Source: an optimization exercise on an open RTL-to-GDS flow (aim: a short achievable clock period and few clock cycles per item). Production flows keep margins and buffers that such runs may drop.
The RTL was checked by simulation tests, not by an equivalence proof against the original design.

[flow/config.mk]
export PLATFORM = sky130hd
export DESIGN_NAME = pecf_top
export DESIGN_NICKNAME = pecf_top
export VERILOG_FILES = /design/flow/design.v
export SDC_FILE = /design/flow/constraint.sdc
export NUM_CORES = 4
export LEC_CHECK = 0
export CAP_MARGIN = 20
export CORE_MARGIN = 2
export CORE_UTILIZATION = 40
export PLACE_DENSITY = 0.6
export SLEW_MARGIN = 20
[flow/design.v]
`timescale 1ns / 1ps
`default_nettype none
package pecf_pkg;
  localparam int DEF_DIGIT_W = 4;
  localparam int DIFF_W = 33;
  localparam int SMOOTH_GAIN_W = 17;
  localparam int Q24_GAIN_W    = 25;
  localparam int CFG_DATA_W    = 25;
  localparam int CFG_ADDR_W    = 2;
  localparam logic [SMOOTH_GAIN_W-1:0] SMOOTH_ONE = 17'h1_0000;
  localparam logic [Q24_GAIN_W-1:0]    Q24_ONE    = 25'h100_0000;
  localparam logic [SMOOTH_GAIN_W-1:0] SMOOTH_GAIN_RST    = 17'd19661;
  localparam logic [Q24_GAIN_W-1:0]    BIAS_GAIN_RST      = 25'd11177;
  localparam logic [Q24_GAIN_W-1:0]    OFS_LEARN_GAIN_RST = 25'd8389;
  localparam logic [CFG_ADDR_W-1:0] CFG_SMOOTH_GAIN    = 2'd0;
  localparam logic [CFG_ADDR_W-1:0] CFG_FUSION_ENABLE  = 2'd1;
  localparam logic [CFG_ADDR_W-1:0] CFG_BIAS_GAIN      = 2'd2;
  localparam logic [CFG_ADDR_W-1:0] CFG_OFS_LEARN_GAIN = 2'd3;
  localparam logic [7:0] MODE_NORMAL = 8'd0;
  localparam logic [7:0] MODE_SPIN_A = 8'd1;
  localparam logic [7:0] MODE_SPIN_B = 8'd2;
  typedef struct packed {
    logic signed [31:0] pos_x;
    logic signed [31:0] pos_y;
    logic signed [31:0] yaw_in;
    logic signed [31:0] ctrl_yaw;
    logic               ctrl_yaw_valid;
    logic        [7:0]  ctrl_mode;
  } pecf_in_t;
  typedef struct packed {
    logic signed [31:0] smooth_x;
    logic signed [31:0] smooth_y;
    logic signed [31:0] smooth_yaw;
    logic signed [31:0] clean_yaw;
  } pecf_out_t;
  typedef struct packed {
    logic                     start;
    logic                     q24;
    logic signed [DIFF_W-1:0] d;
    logic [Q24_GAIN_W-1:0]    g;
  } pecf_mreq_t;
  typedef struct packed {
    logic        done;
    logic [31:0] step;
  } pecf_mres_t;
endpackage
`default_nettype wire
`timescale 1ns / 1ps
`default_nettype none
module pecf_step #(
  parameter int S    = 16,
  parameter bit WRAP = 1'b0
) (
  input  wire [31:0]   f,
  input  wire [31:0]   v,
  input  wire [S-1:0]  k,
  input  wire [S+31:0] p,
  output wire [31:0]   f_new
);
  wire [32:0] diff = {v[31], v} - {f[31], f};
  wire        wpos = WRAP && (diff[32:31] == 2'b01);    
  wire        wneg = WRAP && (diff[32:31] == 2'b10);    
  wire [1:0]  fhi  = wpos ? (f[31] ? 2'b00 : 2'b01) :
                     wneg ? (f[31] ? 2'b10 : 2'b11) :
                            {f[31], f[31]};
  wire signed [33:0]  frep = {fhi, f};
  wire signed [S+33:0] prod = frep * $signed({1'b0, k});
  wire [S+31:0]       sum  = prod[S+31:0] + p;
  assign f_new = sum[S+31:S];
endmodule
module pecf_addend #(
  parameter int S = 16
) (
  input  wire [31:0]   v,
  input  wire [S:0]    g,
  output wire [S+31:0] p
);
  wire signed [S+33:0] prod = $signed(v) * $signed({1'b0, g});
  assign p = prod[S+31:0] + {1'b1, {(S-1){1'b0}}};
endmodule
`default_nettype wire
`timescale 1ns / 1ps
`default_nettype none
module pose_ema_yaw_complementary_filter (
  input  wire         clk,
  input  wire         rst,
  input  wire         in_valid,
  output logic        in_ready,
  input  wire [31:0]  in_pos_x,
  input  wire [31:0]  in_pos_y,
  input  wire [31:0]  in_yaw,
  input  wire [31:0]  in_ctrl_yaw,
  input  wire         in_ctrl_yaw_valid,
  input  wire [7:0]   in_ctrl_mode,
  output logic        out_valid,
  input  wire         out_ready,
  output logic [31:0] out_smooth_x,
  output logic [31:0] out_smooth_y,
  output logic [31:0] out_smooth_yaw,
  output logic [31:0] out_clean_yaw,
  input  wire         cfg_we,
  input  wire [1:0]   cfg_addr,
  input  wire [24:0]  cfg_data
);
  localparam int CAP   = 14;             
  localparam int NFIFO = CAP - 1;        
  localparam int PW    = 4;
  logic [16:0] gs;
  logic        fe;
  logic [24:0] gb;
  logic [24:0] go;
  always_ff @(posedge clk) begin
    if (cfg_we) begin
      case (cfg_addr)
        2'd0: gs <= cfg_data[16:0];
        2'd1: fe <= cfg_data[0];
        2'd2: gb <= cfg_data;
        2'd3: go <= cfg_data;
        default: ;
      endcase
    end
    if (rst) begin
      gs <= 17'd19661;
      fe <= 1'b1;
      gb <= 25'd11177;
      go <= 25'd8389;
    end
  end
  logic [16:0] sg;
  logic        byp;
  logic [15:0] kx;
  logic [24:0] og, bg;
  logic        ogz, bgz;
  logic [23:0] ko, kb;
  logic        fen;
  always_ff @(posedge clk) begin
    sg  <= (gs > 17'h1_0000) ? 17'h1_0000 : gs;
    byp <= (gs == 17'd0);
    kx  <= 16'(17'h1_0000 - ((gs > 17'h1_0000) ? 17'h1_0000 : gs));
    og  <= (go > 25'h100_0000) ? 25'h100_0000 : go;
    bg  <= (gb > 25'h100_0000) ? 25'h100_0000 : gb;
    ogz <= (go == 25'd0);
    bgz <= (gb == 25'd0);
    ko  <= 24'(25'h100_0000 - ((go > 25'h100_0000) ? 25'h100_0000 : go));
    kb  <= 24'(25'h100_0000 - ((gb > 25'h100_0000) ? 25'h100_0000 : gb));
    fen <= fe;
  end
  logic        a_v;
  logic [31:0] a_x, a_y, a_yaw, a_cy;
  logic        a_cv;
  logic [7:0]  a_mode;
  always_ff @(posedge clk) begin
    a_v    <= in_valid && in_ready && !rst;
    a_x    <= in_pos_x;
    a_y    <= in_pos_y;
    a_yaw  <= in_yaw;
    a_cy   <= in_ctrl_yaw;
    a_cv   <= in_ctrl_yaw_valid;
    a_mode <= in_ctrl_mode;
  end
  logic        b_v;
  logic [31:0] b_x, b_y, b_yaw, b_cy;
  logic        b_cv;
  logic [7:0]  b_mode;
  logic [47:0] b_px, b_py, b_pyaw;
  logic [47:0] px, py, pyaw;
  pecf_addend #(.S(16)) u_ax   (.v(a_x),   .g(sg), .p(px));
  pecf_addend #(.S(16)) u_ay   (.v(a_y),   .g(sg), .p(py));
  pecf_addend #(.S(16)) u_ayaw (.v(a_yaw), .g(sg), .p(pyaw));
  always_ff @(posedge clk) begin
    b_v    <= a_v && !rst;
    b_x    <= a_x;
    b_y    <= a_y;
    b_yaw  <= a_yaw;
    b_cy   <= a_cy;
    b_cv   <= a_cv;
    b_mode <= a_mode;
    b_px   <= px;
    b_py   <= py;
    b_pyaw <= pyaw;
  end
  logic [31:0] fx, fy, fyaw;
  logic        ema_l;
  logic        c_v, c_byp;
  logic [31:0] c_x, c_y, c_yaw, c_cy;
  logic        c_cv;
  logic [7:0]  c_mode;
  logic [31:0] fx_n, fy_n, fyaw_n;
  pecf_step #(.S(16), .WRAP(1'b0)) u_sx   (.f(fx),   .v(b_x),   .k(kx), .p(b_px),   .f_new(fx_n));
  pecf_step #(.S(16), .WRAP(1'b0)) u_sy   (.f(fy),   .v(b_y),   .k(kx), .p(b_py),   .f_new(fy_n));
  pecf_step #(.S(16), .WRAP(1'b1)) u_syaw (.f(fyaw), .v(b_yaw), .k(kx), .p(b_pyaw), .f_new(fyaw_n));
  always_ff @(posedge clk) begin
    if (b_v && !byp) begin
      ema_l <= 1'b1;
      if (!ema_l) begin
        fx   <= b_x;
        fy   <= b_y;
        fyaw <= b_yaw;
      end else begin
        fx   <= fx_n;
        fy   <= fy_n;
        fyaw <= fyaw_n;
      end
    end
    c_v    <= b_v && !rst;
    c_byp  <= byp;
    c_x    <= b_x;
    c_y    <= b_y;
    c_yaw  <= b_yaw;
    c_cy   <= b_cy;
    c_cv   <= b_cv;
    c_mode <= b_mode;
    if (rst) ema_l <= 1'b0;
  end
  logic        d_v, d_fuse;
  logic [31:0] d_sx, d_sy, d_syaw, d_e;
  logic [7:0]  d_mode;
  logic [31:0] c_syaw;
  assign c_syaw = c_byp ? c_yaw : fyaw;
  always_ff @(posedge clk) begin
    d_v    <= c_v && !rst;
    d_fuse <= fen && c_cv;
    d_sx   <= c_byp ? c_x : fx;
    d_sy   <= c_byp ? c_y : fy;
    d_syaw <= c_syaw;
    d_e    <= c_syaw - c_cy;
    d_mode <= c_mode;
  end
  logic        e_v, e_fuse;
  logic [31:0] e_sx, e_sy, e_syaw, e_e;
  logic [7:0]  e_mode;
  logic [55:0] e_pe, pe;
  pecf_addend #(.S(24)) u_ae (.v(d_e), .g(og), .p(pe));
  always_ff @(posedge clk) begin
    e_v    <= d_v && !rst;
    e_fuse <= d_fuse;
    e_sx   <= d_sx;
    e_sy   <= d_sy;
    e_syaw <= d_syaw;
    e_e    <= d_e;
    e_mode <= d_mode;
    e_pe   <= pe;
  end
  logic [31:0] ofs;
  logic        ofs_l;
  logic        f_v, f_fuse, f_spin;
  logic [31:0] f_sx, f_sy, f_syaw, f_a;
  logic [31:0] ofs_n;
  pecf_step #(.S(24), .WRAP(1'b1)) u_ofs (.f(ofs), .v(e_e), .k(ko), .p(e_pe), .f_new(ofs_n));
  always_ff @(posedge clk) begin
    if (e_v && e_fuse) begin
      ofs_l <= 1'b1;
      if (!ofs_l) begin
        ofs <= e_e;
      end else if (e_mode == 8'd0 && !ogz) begin
        ofs <= ofs_n;
      end
    end
    f_v    <= e_v && !rst;
    f_fuse <= e_fuse;
    f_spin <= (e_mode == 8'd1) || (e_mode == 8'd2);
    f_sx   <= e_sx;
    f_sy   <= e_sy;
    f_syaw <= e_syaw;
    f_a    <= ofs_l ? ofs - e_e : 32'd0;
    if (rst) ofs_l <= 1'b0;
  end
  logic        g_v, g_fuse, g_spin;
  logic [31:0] g_sx, g_sy, g_syaw, g_a;
  logic [55:0] g_pb, pb;
  pecf_addend #(.S(24)) u_ab (.v(f_a), .g(bg), .p(pb));
  always_ff @(posedge clk) begin
    g_v    <= f_v && !rst;
    g_fuse <= f_fuse;
    g_spin <= f_spin;
    g_sx   <= f_sx;
    g_sy   <= f_sy;
    g_syaw <= f_syaw;
    g_a    <= f_a;
    g_pb   <= pb;
  end
  logic [31:0] bias;
  logic        h_v, h_fuse;
  logic [31:0] h_sx, h_sy, h_syaw;
  logic [31:0] bias_n;
  pecf_step #(.S(24), .WRAP(1'b1)) u_bias (.f(bias), .v(g_a), .k(kb), .p(g_pb), .f_new(bias_n));
  always_ff @(posedge clk) begin
    if (g_v && g_fuse && !g_spin && !bgz) begin
      bias <= bias_n;
    end
    h_v    <= g_v && !rst;
    h_fuse <= g_fuse;
    h_sx   <= g_sx;
    h_sy   <= g_sy;
    h_syaw <= g_syaw;
    if (rst) bias <= 32'd0;
  end
  logic [127:0] res;
  assign res = {h_sx, h_sy, h_syaw, h_fuse ? h_syaw + bias : h_syaw};
  logic [127:0]   fifo [NFIFO];
  logic [PW-1:0]  rd, wr, fcnt;
  logic [PW-1:0]  owed;
  logic           pop, acc, out_free, to_out;
  assign pop      = out_valid && out_ready;
  assign acc      = in_valid && in_ready;
  assign out_free = !out_valid || out_ready;
  assign to_out   = out_free && (fcnt == '0);
  always_ff @(posedge clk) begin
    if (out_free) begin
      if (fcnt != '0) begin
        {out_smooth_x, out_smooth_y, out_smooth_yaw, out_clean_yaw} <= fifo[rd];
        out_valid <= 1'b1;
      end else if (h_v) begin
        {out_smooth_x, out_smooth_y, out_smooth_yaw, out_clean_yaw} <= res;
        out_valid <= 1'b1;
      end else begin
        out_valid <= 1'b0;
      end
    end
    if (h_v && !to_out) begin
      fifo[wr] <= res;
      wr <= (wr == PW'(NFIFO - 1)) ? '0 : wr + 1'b1;
    end
    if (out_free && fcnt != '0) begin
      rd <= (rd == PW'(NFIFO - 1)) ? '0 : rd + 1'b1;
    end
    fcnt <= fcnt + PW'(h_v && !to_out) - PW'(out_free && fcnt != '0);
    owed <= owed + PW'(acc) - PW'(pop);
    in_ready <= (owed + PW'(acc) - PW'(pop)) < PW'(CAP);
    if (rst) begin
      out_valid <= 1'b0;
      rd        <= '0;
      wr        <= '0;
      fcnt      <= '0;
      owed      <= '0;
      in_ready  <= 1'b1;
    end
  end
endmodule
`default_nettype wire
`timescale 1ns / 1ps
`default_nettype none
module pecf_top (
  input  wire         clk,
  input  wire         rst,
  input  wire         in_valid,
  output wire         in_ready,
  input  wire [31:0]  in_pos_x,
  input  wire [31:0]  in_pos_y,
  input  wire [31:0]  in_yaw,
  input  wire [31:0]  in_ctrl_yaw,
  input  wire         in_ctrl_yaw_valid,
  input  wire [7:0]   in_ctrl_mode,
  output wire         out_valid,
  input  wire         out_ready,
  output wire [31:0]  out_smooth_x,
  output wire [31:0]  out_smooth_y,
  output wire [31:0]  out_smooth_yaw,
  output wire [31:0]  out_clean_yaw,
  input  wire         cfg_we,
  input  wire [1:0]   cfg_addr,
  input  wire [24:0]  cfg_data
);
  pose_ema_yaw_complementary_filter u_filt (
    .clk               (clk),
    .rst               (rst),
    .in_valid          (in_valid),
    .in_ready          (in_ready),
    .in_pos_x          (in_pos_x),
    .in_pos_y          (in_pos_y),
    .in_yaw            (in_yaw),
    .in_ctrl_yaw       (in_ctrl_yaw),
    .in_ctrl_yaw_valid (in_ctrl_yaw_valid),
    .in_ctrl_mode      (in_ctrl_mode),
    .out_valid         (out_valid),
    .out_ready         (out_ready),
    .out_smooth_x      (out_smooth_x),
    .out_smooth_y      (out_smooth_y),
    .out_smooth_yaw    (out_smooth_yaw),
    .out_clean_yaw     (out_clean_yaw),
    .cfg_we            (cfg_we),
    .cfg_addr          (cfg_addr),
    .cfg_data          (cfg_data)
  );
endmodule
`default_nettype wire
[flow/constraint.sdc]
create_clock -name core_clock -period 8.0 [get_ports {clk}]
set_input_delay 1.6000 -clock core_clock [delete_from_list [all_inputs] [get_ports {clk}]]
set_output_delay 1.6000 -clock core_clock [all_outputs]
set_load 0.01 [all_outputs]
[flow/run.sh]
#!/bin/bash
# synth_recipe.tcl (not shown) runs the flow's synth.tcl, then flattens the netlist and writes it again
# the make line also repeats each setting of config.mk as NAME=value (left out here)
make -C /OpenROAD-flow-scripts/flow DESIGN_CONFIG=/design/flow/config.mk WORK_HOME=/design/flow/orfs CLKGATE_MAP_FILE= SYNTH_SCRIPT=/design/flow/synth_recipe.tcl finish
==> results.cfg <==
[clock_network]
clock_sinks = 3483
clock-root-buffer = clkbuf_16
numCtsBuffers = 371
clk_latency_ns = 1.11
cts_tree = built
clk_pin_slew_ns = 0.06
clockBufferDepth = 4
cts.hold.buffers_added = 0
htree_levels = 5

[synth]
syn-num-nets = 39874
netlist_instances = 31528
synth_largest_area_cell = fa_1
yosysWarningCount = 1
netlist.area_leader.share = 0.382
synth.cell_area_sq_um = 341000
synth_seq_cells = 3483
avgSynthCellArea_sq_um = 10.8
yosysSeqAreaShare = 0.261
synthTopCellsByArea = fa_1 (38%), edfxtp_1 (17%), dfxtp_1 (9.2%), inv_1 (7.8%), ha_1 (6.1%)
ys_types = 93
ys_async_sr_fraction = 0
ys.flop_type = edfxtp_1
synth_edf_count = 1920

[job]
cap_violations = 0

[detailed_routing]
antenna_left = 0
num_vias = 222939
firstDrtPassIters = 7
vias_per_cell = 5.07
routed_wl_um = 992000
drt-wirelength-per-cell_um = 22.6
remaining_drc_errors = 0
detail_route.iter0.violations = 15899

[setup_path]
worstPathRequired_ns = 8.73
startpoint = u_filt.ofs[1]
cp_slowest_cell = fa_2
r2r-start = u_filt.ofs[1]
worstPathMaxFanout = 4
crit_path_end_kind = flip-flop
cp-start-kind = flip-flop
critPathKind = flip-flop to flip-flop
cp_slowest_stage_delay_ns = 0.58
arrival_ns = 10.32

[global_route]
grt_pass1_wl_um = 1520000
grt-busiest-layer = met2
grt_pass1_vias = 244569
met3_usage = 0.0328
grt_util_all_layers = 0.232
antenna_found_initial = 188
grtUsageMet2 = 0.396
grt_max_degree = 109
met1_usage = 0.301
gr-total-overflow = 0

[floorplanning]
die_width_um = 928
fp.coreArea_sq_um = 851000
start_util = 0.401
num_rows = 339
ios = 299
dieArea_sq_um = 861000
die_h_um = 928

[layout]
instances_no_fill = 43946
nets = 40580
drive_gt1_frac = 0.0979
final_common_cell = inv_1
fin_util = 0.448
fin_area_sq_um = 381000
area_growth_pct = 11.7
final_cell_mix = inv_1 (7055), fa_1 (6474), nand2_1 (4696), and2_1 (2503), edfxtp_1 (1920)
fill_cells = 78892

[timing]
fmax_mhz = 104
period_share = 1.20
hold_slack_ns = 0.242
fin_crit_ns = 9.59
hold_violations = 0
setup_violations = 58
skew_ns = 0.135
tightestPinTransition_ns = 1.20
fin_ws_ns = -1.59
slew_violations = 0
slew-limit-headroom = 0.200
rsz0062_at_grt = true

[run_status]
so_faults = setup timing
status = failed layout checks

[place]
post_dp_cell_area_sq_um = 366000
hpwl_um = 775000
pre_cts_slack_ns = -1.61
post-place-cells = 43050
port_buffers = 298
gp_congestion = 0.912

[hold_path]
hp-start = u_filt.b_cv
hp-class = flip-flop to flip-flop
==> final timing paths <==
kind	slack, ns	cells after the start	end
setup / recovery	-1.59	42	u_filt.ofs[27]
hold / removal	0.24	0	u_filt.c_cv
setup reg to reg	-1.59	42	u_filt.ofs[27]
hold reg to reg	0.24	0	u_filt.c_cv
==> per-layer routing <==
layer / up-vias / part of all wire
met5: - / 0.00030
met4: 44 / 0.045
met3: 1677 / 0.065
met2: 7262 / 0.49
met1: 117580 / 0.40
li1: 96376 / -
==> timing repair <==
action | 4_1_cts | 5_1_grt
buffers inserted | 40 | 29
pin swaps | 191 | 115
setup endpoints to repair | 61 | 83
gates resized for setup | 234 | 167
==> cells in the mapped netlist, types with 293 or more instances <==
library cell,number
a21o_1,305
a21oi_1,540
and2_1,2519
clkbuf_1,1344
dfxtp_1,1563
edfxtp_1,1920
fa_1,6508
ha_1,1669
inv_1,7117
mux4_2,506
nand2_1,4709
nor2_1,350
o21ai_0,293
xnor2_1,480
==> through the flow <==
step	TNS [ns]
detailed placement	-51.82
global placement	-50.69
global route	-69.24
floorplan	-24.92
finish	-49.78
CTS	-43.88
==> cell type report <==
class	count	area [sq um]	share of cell area
antenna	138	345	0.000906
clock buffer	476	10100	0.0266
clock inverter	218	2460	0.00646
inverter	7119	26700	0.0701
multi-input combinational	19524	222000	0.583
sequential	3483	89100	0.234
tap	11253	14100	0.0369
timing repair buffer	1735	16100	0.0423
==> flip-flops by register name, summed over array words and instances (netlist names), 48 cells and up, named ones only <==
register / flops
u_filt.b_px: 48
u_filt.b_pyaw: 48
u_filt.fifo: 1664
u_filt.b_py: 48
u_filt.e_pe: 56
u_filt.g_pb: 56
==> cell families after synthesis <==
kind of cell,Yosys count,synth area share
compound gates,1647,0.0308
xor+xnor,660,0.0170
buf+inv,8521,0.0937
fa+ha+maj,8177,0.443
mux,703,0.0398
simple gates,8337,0.115
flops,3483,0.261
==> critical path, delay by kind of cell, from the launching register on <==
kind                     cells  cell delay, ns
AND/OR/NAND/NOR              2            0.24
flip-flops                   1            0.42
AO/OA/AOI/OAI               18            2.93
buffers and inverters       11            0.94
XOR/XNOR                     1            0.23
adder cells (fa/ha/maj)     10            4.48
Testbench counts, summed over its fixed seeds: cycles 1,992, items 1,920.

static timing again, ports no longer ideal:
How much do the figures lean on ideal ports? The routed layout below was timed once more, with nothing changed but the port constraints.
Step 1 (the two cells are an assumption about what drives the block):
set clk [get_ports {clk}]
set_driving_cell -lib_cell sky130_fd_sc_hd__clkbuf_16 $clk
set_driving_cell -lib_cell sky130_fd_sc_hd__buf_2 [delete_from_list [all_inputs] $clk]
Step 2, shift: input delay + t, output delay - t, t = (earliest + latest rising clock arrival at the registers) / 2. This alone moves slack from input paths to output paths.
Slacks: ideal ports / drivers / drivers and shift; pairs: ideal ports / drivers.
t (ns): 1.180
setup slack, ns: -1.592 / -1.592 / -1.592
hold slack, ns: 0.242 / 0.242 / 0.242
worst slew at a driven data input, ns: 0.23
The setup slack of this run moves by 0.000 ns with the drivers and by 0.000 ns with both steps.
